This is an optimization exercise on Yosys and OpenROAD, whose aim is small area, a short achievable clock period and few clock cycles per item, not a production implementation.
The RTL was checked by simulation tests, not by an equivalence proof against the original design.

== middle ==
## riscv_multicycle
module riscv_multicycle #(
  parameter int unsigned  N        = 32,
  parameter logic [N-1:0] RESET_PC = '0
) (
  input  logic                clk,
  input  logic                rst,
  output logic                mem_req,
  output logic                mem_we,
  output logic [N-1:0]        mem_addr,
  output logic [N-1:0]        mem_wdata,
  input  logic [N-1:0]        mem_rdata,
  input  logic                mem_ready,
  output logic                retire,
  output logic                trap,
  output logic [N-1:0]        pc_out
);
clock: 9.0 ns
lec_check: 0
cap_margin: 20
cell_pad_in_sites_detail_placement: 1
core_margin: 2
core_utilization: 30
place_density: 0.4
setup_slack_margin: 4.65
slew_margin: 20
synth_hierarchical: 1
tns_end_percent: 10
run.sh (not shown) runs the stock make flow with config.mk's settings and CLKGATE_MAP_FILE= SYNTH_SCRIPT=/design/flow/synth_recipe.tcl, a recipe that flattens the netlist after the stock synthesis.
Testbench counts of middle, summed over its fixed seeds: cycles 90,854, retired 72,013.
Relative to middle, the following input files were edited for north:
-- flow/design.v --
<<< middle, line 28
  logic         r_dsel;    
  logic         r_take;    
  logic [N-1:0] r_p, r_g;  
  logic [11:0]  r_imm;     
>>> north, line 28
  logic         r_dsel;    
  logic         r_take;    
  logic [N-1:0] r_a;       
  logic [N-1:0] r_b;       
  logic [N-1:0] r_p, r_g;  
  logic [11:0]  r_imm;     
<<< middle, line 55
  assign mem_we    = r_we;
  assign mem_addr  = w_fa;
  assign mem_wdata = r_g;
  assign retire    = r_ret;
  assign trap      = r_ill;
>>> north, line 57
  assign mem_we    = r_we;
  assign mem_addr  = w_fa;
  assign mem_wdata = r_b;
  assign retire    = r_ret;
  assign trap      = r_ill;
<<< middle, line 82
  assign d_jal   = (d_op == OP_JAL);
  assign d_legal = d_ld | d_st | d_r | d_i | d_br | d_jal;
  logic d_kmem;
  assign d_kmem = ~d_op[6] & ~d_op[4];    
  assign d_immi = {{(N-12){mem_rdata[31]}}, mem_rdata[31:20]};
  assign d_imms = {{(N-12){mem_rdata[31]}}, mem_rdata[31:25], mem_rdata[11:7]};
>>> north, line 84
  assign d_jal   = (d_op == OP_JAL);
  assign d_legal = d_ld | d_st | d_r | d_i | d_br | d_jal;
  assign d_immi = {{(N-12){mem_rdata[31]}}, mem_rdata[31:20]};
  assign d_imms = {{(N-12){mem_rdata[31]}}, mem_rdata[31:25], mem_rdata[11:7]};
<<< middle, line 96
  assign w_haz  = (d_ld | d_st) && w_fwd1;
  rv_rdport #(.N(N)) u_rda (
    .sel(d_rs1), .valid(r_v), .regs(w_rf), .ovr(r_ag), .alt(r_p), .q(w_rfa)
  );
  rv_rdport #(.N(N)) u_rdb (
>>> north, line 96
  assign w_haz  = (d_ld | d_st) && w_fwd1;
  rv_rdport #(.N(N)) u_rda (
    .sel(d_rs1), .valid(r_v), .regs(w_rf), .ovr(r_ag), .alt(r_a), .q(w_rfa)
  );
  rv_rdport #(.N(N)) u_rdb (
<<< middle, line 106
  logic [N-1:0] w_bsel, w_bx;
  assign d_sub  = (d_r && d_f7[5] && (d_f3 == 3'b000)) || ((d_r || d_i) && (d_f3 == 3'b010));
  assign w_bsel = d_i ? d_immi : (d_kmem ? {N{1'b0}} : w_opb);
  assign w_bx   = d_sub ? ~w_bsel : w_bsel;
  logic [N-1:0] w_tgt;
>>> north, line 106
  logic [N-1:0] w_bsel, w_bx;
  assign d_sub  = (d_r && d_f7[5] && (d_f3 == 3'b000)) || ((d_r || d_i) && (d_f3 == 3'b010));
  assign w_bsel = d_i ? d_immi : w_opb;
  assign w_bx   = d_sub ? ~w_bsel : w_bsel;
  logic [N-1:0] w_tgt;
<<< middle, line 138
  always_ff @(posedge clk) begin
    if (w_facc) begin
      r_p   <= w_opa ^ w_bx;
      r_g   <= d_kmem ? w_opb : (w_opa & w_bx);
      r_imm <= w_offs;
      r_rd  <= d_rd;
>>> north, line 138
  always_ff @(posedge clk) begin
    if (w_facc) begin
      r_a   <= w_opa;
      r_b   <= w_bsel;
      r_p   <= w_opa ^ w_bx;
      r_g   <= w_opa & w_bx;
      r_imm <= w_offs;
      r_rd  <= d_rd;
==> run summary <==
north: PASS, flow complete, no timing, DRC or antenna violations
Going from middle to north, critical path arrival shows a reduction of 0.11 ns, count of plain and timing-repair buffers dropped 36, required time of the critical path shows a reduction of 0.06 ns.
north vs. middle: worst hold slack about even; width of the die increased 1.5%.
In north, the finished layout cell area came out about 1.6% above the value in middle.
[compare] base=middle new=north: quantity of gates resized following cts decreased about 12%, total half-perimeter wirelength after legalization and detailed placement decreased about 4%, count of flip-flops with a built-in enable after synthesis increased about 5.5%, setup fix buffers added after clock tree synthesis decreased 47.
Multiplexer share of the synthesized area essentially unchanged between north and middle.
Going from middle to north, number of cells on the critical path grows by 1.
Between north and middle, the sequential cell count is higher for north.
In north relative to middle, routed wirelength normalized by instance count had gone down by a few percent.
Testbench counts of north, summed over its fixed seeds: cycles 90,854, retired 72,013.

[static timing again, ports no longer ideal]
In the flow no input, the clock included, has a driving cell. The finished layouts below were timed again as built, in two steps. Step 1 assumes that a clkbuf_16 drives the clock port and a buf_2 every other input. Step 2 adds t to the input delays and takes it off the output delays; t is the mean of the earliest and latest rising clock arrival at the registers after step 1. Input paths then give back, and output paths get back, about the clock's delay inside the block. Three values: ideal, step 1, step 2; two values: the first two.
| run | t (ns) | slack for setup (ns) | worst data-port slew with drivers (ns) |
|---|---|---|---|
| middle | 0.891 | 4.417 / 4.416 / 3.577 | 0.07 |
| north | 0.888 | 4.462 / 4.443 / 3.604 | 0.10 |
After both steps setup and hold are still met in every run listed. For north, which loses most, drivers alone change the setup slack by -0.019 ns; drivers and shift together by -0.858 ns.
